This is an optimization exercise on Yosys and OpenROAD, whose aim is small area, not a production implementation.
In this exercise RTL edits were held to simulation tests only and were not proved equivalent to the original.
Power is estimated from default activity; no workload was simulated.

===== constraint.sdc =====
create_clock -name core_clock -period 5.5 [get_ports {clk}]
set_input_delay 1.1000 -clock core_clock [delete_from_list [all_inputs] [get_ports {clk}]]
set_output_delay 1.1000 -clock core_clock [all_outputs]
set_load 0.01 [all_outputs]

===== design.v =====
`default_nettype none
package srq_pkg;
  localparam int QUEUE_DEPTH_DEF = 16;
  localparam int TIME_BITS_DEF   = 32;
  typedef enum logic [1:0] {
    CMD_ENQUEUE = 2'd0,
    CMD_SORT_IN = 2'd1,
    CMD_DEQUEUE = 2'd2,
    CMD_READ    = 2'd3
  } command_t;
  typedef struct packed {
    command_t    command;
    logic [7:0]  thread_handle;
    logic [31:0] ready_time;
  } in_t;
  typedef struct packed {
    logic [7:0]  out_handle;
    logic [31:0] out_ready_time;
    logic        found;
    logic        full_error;
    logic [4:0]  entry_count;
  } out_t;
  typedef struct packed {
    logic insert;   
    logic sort;     
    logic remove;   
  } srq_op_t;
endpackage
`default_nettype wire
`default_nettype none
module srq_cell #(
  parameter int TIME_BITS = srq_pkg::TIME_BITS_DEF
) (
  input  wire logic                 clk,
  input  wire logic                 rst_n,
  input  wire srq_pkg::srq_op_t     op,
  input  wire logic [7:0]           new_handle,
  input  wire logic [TIME_BITS-1:0] new_time,
  input  wire logic                 left_valid,
  input  wire logic [7:0]           left_handle,
  input  wire logic [TIME_BITS-1:0] left_time,
  input  wire logic                 right_valid,
  input  wire logic [7:0]           right_handle,
  input  wire logic [TIME_BITS-1:0] right_time,
  input  wire logic                 hit_in,
  output logic                      hit_out,
  output logic                      valid,
  output logic [7:0]                handle,
  output logic [TIME_BITS-1:0]      cell_time
);
  logic                 valid_r, valid_nxt;
  logic [7:0]           handle_r, handle_nxt;
  logic [TIME_BITS-1:0] time_r, time_nxt;
  logic                 hit_self;
  assign hit_self = !valid_r || (op.sort && (time_r >= new_time));
  assign hit_out  = hit_in || hit_self;
  always_comb begin
    valid_nxt  = valid_r;
    handle_nxt = handle_r;
    time_nxt   = time_r;
    priority if (op.insert && hit_in) begin
      valid_nxt  = left_valid;
      handle_nxt = left_handle;
      time_nxt   = left_time;
    end else if (op.insert && hit_self) begin
      valid_nxt  = 1'b1;
      handle_nxt = new_handle;
      time_nxt   = new_time;
    end else if (op.remove) begin
      valid_nxt  = right_valid;
      handle_nxt = right_handle;
      time_nxt   = right_time;
    end else begin
      valid_nxt  = valid_r;
      handle_nxt = handle_r;
      time_nxt   = time_r;
    end
  end
  always_ff @(posedge clk) begin
    if (!rst_n) begin
      valid_r <= 1'b0;
    end else begin
      valid_r <= valid_nxt;
    end
  end
  always_ff @(posedge clk) begin
    handle_r <= handle_nxt;
    time_r   <= time_nxt;
  end
  assign valid     = valid_r;
  assign handle    = handle_r;
  assign cell_time = time_r;
endmodule
`default_nettype wire
`default_nettype none
module sorted_ready_queue #(
  parameter int QUEUE_DEPTH = srq_pkg::QUEUE_DEPTH_DEF,
  parameter int TIME_BITS   = srq_pkg::TIME_BITS_DEF
) (
  input  wire logic clk,
  input  wire logic rst_n,
  input  wire logic start,
  output logic      busy,
  input  wire logic [41:0] in_data,
  output logic      out_strobe,
  output logic [46:0] out_data
);
  srq_pkg::in_t                  in_d;
  localparam int CNT_W = $clog2(QUEUE_DEPTH + 1);
  logic                 ext_valid  [0:QUEUE_DEPTH+1];
  logic [7:0]           ext_handle [0:QUEUE_DEPTH+1];
  logic [TIME_BITS-1:0] ext_time   [0:QUEUE_DEPTH+1];
  logic                 hit_chain  [0:QUEUE_DEPTH];
  logic [TIME_BITS-1:0] new_time;
  logic                 accept;
  logic                 is_insert, is_take;
  logic                 full, empty;
  srq_pkg::srq_op_t              op;
  logic [CNT_W-1:0]     count_r, count_nxt;
  logic                 strobe_r;
  srq_pkg::out_t                 result_r, result_nxt;
  assign busy   = 1'b0;
  assign accept = start;
  assign in_d      = srq_pkg::in_t'(in_data);
  assign new_time  = TIME_BITS'(in_d.ready_time);
  assign full      = (count_r == CNT_W'(QUEUE_DEPTH));
  assign empty     = (count_r == '0);
  assign is_insert = (in_d.command == srq_pkg::CMD_ENQUEUE) || (in_d.command == srq_pkg::CMD_SORT_IN);
  assign is_take   = (in_d.command == srq_pkg::CMD_DEQUEUE) || (in_d.command == srq_pkg::CMD_READ);
  assign op.insert = accept && is_insert && !full;
  assign op.sort   = (in_d.command == srq_pkg::CMD_SORT_IN);
  assign op.remove = accept && (in_d.command == srq_pkg::CMD_DEQUEUE) && !empty;
  assign ext_valid[0]              = 1'b0;
  assign ext_handle[0]             = in_d.thread_handle;
  assign ext_time[0]               = new_time;
  assign ext_valid[QUEUE_DEPTH+1]  = 1'b0;
  assign ext_handle[QUEUE_DEPTH+1] = in_d.thread_handle;
  assign ext_time[QUEUE_DEPTH+1]   = new_time;
  assign hit_chain[0]              = 1'b0;
  for (genvar k = 0; k < QUEUE_DEPTH; k++) begin : g_cell
    srq_cell #(
      .TIME_BITS (TIME_BITS)
    ) u_cell (
      .clk          (clk),
      .rst_n        (rst_n),
      .op           (op),
      .new_handle   (in_d.thread_handle),
      .new_time     (new_time),
      .left_valid   (ext_valid[k]),
      .left_handle  (ext_handle[k]),
      .left_time    (ext_time[k]),
      .right_valid  (ext_valid[k+2]),
      .right_handle (ext_handle[k+2]),
      .right_time   (ext_time[k+2]),
      .hit_in       (hit_chain[k]),
      .hit_out      (hit_chain[k+1]),
      .valid        (ext_valid[k+1]),
      .handle       (ext_handle[k+1]),
      .cell_time    (ext_time[k+1])
    );
  end
  always_comb begin
    count_nxt = count_r;
    priority if (op.insert) begin
      count_nxt = count_r + CNT_W'(1);
    end else if (op.remove) begin
      count_nxt = count_r - CNT_W'(1);
    end else begin
      count_nxt = count_r;
    end
  end
  always_comb begin
    result_nxt                = '0;
    result_nxt.full_error     = is_insert && full;
    result_nxt.entry_count    = 5'(count_nxt);
    if (is_take && !empty) begin
      result_nxt.out_handle     = ext_handle[1];
      result_nxt.out_ready_time = 32'(ext_time[1]);
      result_nxt.found          = 1'b1;
    end
  end
  always_ff @(posedge clk) begin
    if (!rst_n) begin
      count_r  <= '0;
      strobe_r <= 1'b0;
    end else begin
      count_r  <= count_nxt;
      strobe_r <= accept;
    end
  end
  always_ff @(posedge clk) begin
    if (accept) begin
      result_r <= result_nxt;
    end
  end
  assign out_strobe = strobe_r;
  assign out_data   = 47'(result_r);
endmodule
`default_nettype wire

===== config.mk =====
export PLATFORM = sky130hd
export DESIGN_NAME = sorted_ready_queue
export DESIGN_NICKNAME = sorted_ready_queue
export VERILOG_FILES = /design/flow/design.v
export SDC_FILE = /design/flow/constraint.sdc
export NUM_CORES = 4
export LEC_CHECK = 0
export CAP_MARGIN = 20
export CORE_MARGIN = 2
export CORE_UTILIZATION = 40
export SLEW_MARGIN = 20

===== run.sh =====
#!/bin/bash
# synth_recipe.tcl (not shown) runs the flow's synth.tcl, then flattens the netlist and writes it again
# the make line also repeats each setting of config.mk as NAME=value (left out here)
make -C /OpenROAD-flow-scripts/flow DESIGN_CONFIG=/design/flow/config.mk WORK_HOME=/design/flow/orfs CLKGATE_MAP_FILE= SYNTH_SCRIPT=/design/flow/synth_recipe.tcl finish

==> out/results.txt <==
CP dominant cell by count: buf_12
clock slew at reported path FFs: 0.06 ns
number of remaining DRC errors: 0
H-Tree Depth: 3
routability cong.: 0.962
Clock Skew: 0.0296 ns
n_diodes: 0
Crit path max-delay family: compound AO/OA/AOI/OAI gates
endpoints failing hold: 0
Worst Path Buf+Inv: 5
Overflow after GRT: 0
P per Cell Area: 356 mW/mm2
Top FF cell, synth: edfxtp_1
cell count after placement: 6260
I/O pins: 94
HP Class: reg -> reg
Post-synth top cells: 730 x a21oi_1, 687 x edfxtp_1, 685 x nor2_1, 514 x ha_1, 412 x nand2_1
CP Class: in -> reg
core area: 0.113 mm2
Vias/cell: 5.89
Skew-Pair Late Insertion Delay: 0.68 ns
Netlist Area Pre-Place: 0.0455 mm2
DP HPWL: 112 mm
vias in the first global route: 36346
Final setup viols: 0
EDFF count, synth: 687
Slew Viols, Final: 0
vias after detailed routing: 37783
Final Power: 0.0190 W
type of origin of the critical path: primary input
Clock Path Buffers: 3
sequential cell area fraction in the yosys report: 0.463
Tcrit/Tclk final: 0.945
critical path cell sequence: clkdlybuf4s50_1 -> buf_12 -> ha_1 -> nand2b_1 -> a2111oi_0 -> o211ai_1 -> a211oi_1 -> buf_4 -> nor2_1 -> or4b_1 -> a21oi_1 -> a21oi_4 -> nor3_4 -> buf_12 -> buf_12 -> mux2_1
Period minus WS final: 5.20 ns
RSZ-0062 raised after global routing: no
leakage: 21.1 nW
layout cells sized above 1: 0.113
Routed WL: 154 mm
Hold Buf Count CTS: 0
WP data required: 5.91 ns
Total GRT Usage: 0.259
worst relative slew slack: 0.326
first-pass GRT wire length: 230 mm
synth top area cells: edfxtp_1 45%, ha_1 14%, a21oi_1 8.0%, nor2_1 5.7%, o21ai_0 4.5%
CTS tree: built
Post-Syn Instances: 4640
area leader, netlist: edfxtp_1
TritonCTS Buffers: 84
net count reported at finish: 5405
Synth async-reset ratio: 0
most numerous cell in the Yosys netlist: a21oi_1
outcome: no timing/DRC/antenna violations
synth warn: 10
die height: 341 um
Crit Path Max Fanout: 14
flops & latches, synth: 709
Synth Net Count: 5199
pin count of the biggest net entering global routing: 99
initial antenna violation count: 2
fmax: 192 MHz
# Max-Cap Violations: 0
PortBufs: 92
final cell count without fillers: 6412
peak supply drop: 0.000218 V
Fill cells: 10578
num rows: 123
Slowest cell on crit path: a2111oi_0
actual slew at the worst max-slew pin: 1.01 ns
ANT nets after route: 0
CP arrival: 5.61 ns
drt first pass iters: 5
die area: 0.116 mm2
Layout area overhead: 17.3%
Initial Util: 0.404
cts repair resizes: 0
Routed wire per std cell: 24.0 um
CTS root buf: clkbuf_16
Avg Inst Size Synth: 9.80 um2
Sink Count: 709
Worst setup EP type: flop
Die Wd: 341 um
Yosys top cell area share: 0.454
Synth cell types: 74
post-CTS setup buffers: 0
Crit path largest cell delay: 0.65 ns
Iter 0 DRT Violations: 3842
[cells by family after synthesis]
group | share of synthesized area
adder cells (fa/ha/maj) | 0.141
buffers and inverters | 0.0308
other | 0.0000825
flip-flops | 0.463
AND/OR/NAND/NOR | 0.127
multiplexers | 0.0638
AO/OA/AOI/OAI | 0.173
XOR/XNOR | 0.000578
[area by class of cell]
| cell class | instances | area, um2 | area share |
|---|---|---|---|
| clock buffer | 104 | 2180 | 0.0408 |
| sequential | 709 | 21100 | 0.395 |
| tap | 1500 | 1880 | 0.0352 |
| clock inverter | 48 | 454 | 0.00852 |
| multi-input combinational | 3572 | 23300 | 0.437 |
| inverter | 76 | 392 | 0.00734 |
| timing repair buffer | 403 | 4060 | 0.0762 |
[layout by cell type, fill, tap and decap left out, types with 8 or more instances in the layout]
cell type | synthesis | routed
a21oi_1 | 730 | 726
edfxtp_1 | 687 | 687
nor2_1 | 685 | 679
ha_1 | 514 | 514
nand2_1 | 412 | 405
o21ai_0 | 407 | 405
buf_4 | 1 | 246
mux2i_1 | 202 | 202
clkdlybuf4s50_1 | 0 | 91
clkbuf_16 | 0 | 84
a211oi_1 | 77 | 77
a21o_1 | 76 | 74
nand4_1 | 68 | 68
buf_12 | 0 | 65
and2_1 | 52 | 50
mux2_2 | 42 | 42
inv_1 | 44 | 39
mux2_1 | 36 | 36
nand3_1 | 34 | 31
clkinv_2 | 0 | 25
o211ai_1 | 23 | 23
dfxtp_1 | 22 | 22
clkbuf_1 | 242 | 20
clkinv_1 | 32 | 19
nand2b_1 | 19 | 16
clkinv_4 | 0 | 16
o21a_1 | 15 | 15
nor3_1 | 14 | 14
nor2b_1 | 14 | 13
nor4_1 | 12 | 12
a221oi_1 | 11 | 11
a2111oi_0 | 9 | 9
and4_1 | 9 | 9
a31oi_1 | 8 | 8
clkinvlp_4 | 0 | 8
[tightest hold or removal path, cell delays in order, from the launching register on]
cell and delay [ns]:
dfxtp_1 0.32, nand2_1 0.06, mux2i_1 0.05
[layer usage]
metal,vias to the layer above,track usage,part of all wire
li1,17590,-,-
met1,18473,0.364,0.44
met2,1449,0.401,0.44
met3,267,0.0334,0.072
met4,4,0.111,0.043
met5,-,0,0.00020
[path summary, 6_finish.rpt]
check	from	to	slack [ns]	cells after the start
worst max register to register	g_cell[11].u_cell.time_r[0]$_DFFE_PP_	g_cell[15].u_cell.time_r[3]$_DFFE_PP_	0.93	15
worst min-delay path	g_cell[11].u_cell.valid_r$_SDFFE_PN0P_	g_cell[11].u_cell.valid_r$_SDFFE_PN0P_	0.48	2
worst max-delay path	in_data[0]	g_cell[15].u_cell.time_r[3]$_DFFE_PP_	0.30	16
worst min register to register	g_cell[11].u_cell.valid_r$_SDFFE_PN0P_	g_cell[11].u_cell.valid_r$_SDFFE_PN0P_	0.48	2
[registers in the layout (all words and copies together) (netlist names)]
name and count:
g_cell.u_cell.time_r 512, g_cell.u_cell.handle_r 128, result_r 47, g_cell.u_cell.valid_r 16
count_r 5, strobe_r 1
[report_power, final]
part           internal (W)  switching [W]  total [W]
clock network       0.00311        0.00244    0.00555
registers           0.00743       0.000963    0.00839
logic               0.00208        0.00295    0.00503
total                0.0126        0.00635     0.0190
[stage by stage]
stage               cell area (um2)   util  setup WS, ns  setup TNS (ns)  hold slack [ns]
global placement              50700  0.450        -0.227          -33.36            0.462
detailed placement            50700  0.450        -0.300          -47.04            0.470
CTS                           53300  0.473         0.395               0            0.477
global route                  53300  0.473        0.0627               0            0.516
floorplan                     45600      -       0.00427               0            0.448
finish                        53300  0.473         0.300               0            0.481

afterwards: timing with drivers on the ports:
How much do the figures lean on ideal ports? The routed layout below was timed once more, with nothing changed but the port constraints. Step 1 assumes that a clkbuf_16 drives the clock port and a buf_2 every other input. Step 2, shift: input delay + t, output delay - t, t = (earliest + latest rising clock arrival at the registers) / 2. This alone moves slack from input paths to output paths. Three values: ideal ports, drivers, drivers and shift; two values: the first two.
t, ns: 0.740
setup slack, ns: 0.300 / 0.347 / -0.393
worst setup path after step 2: input to register
latest minus earliest clock arrival (ns): 0.030 / 0.029
cell pins on the clock port's net: 1
With both steps, setup timing fails in this run, where it was met with ideal ports. The setup slack of this run moves by +0.047 ns with the drivers and by -0.693 ns with both steps.
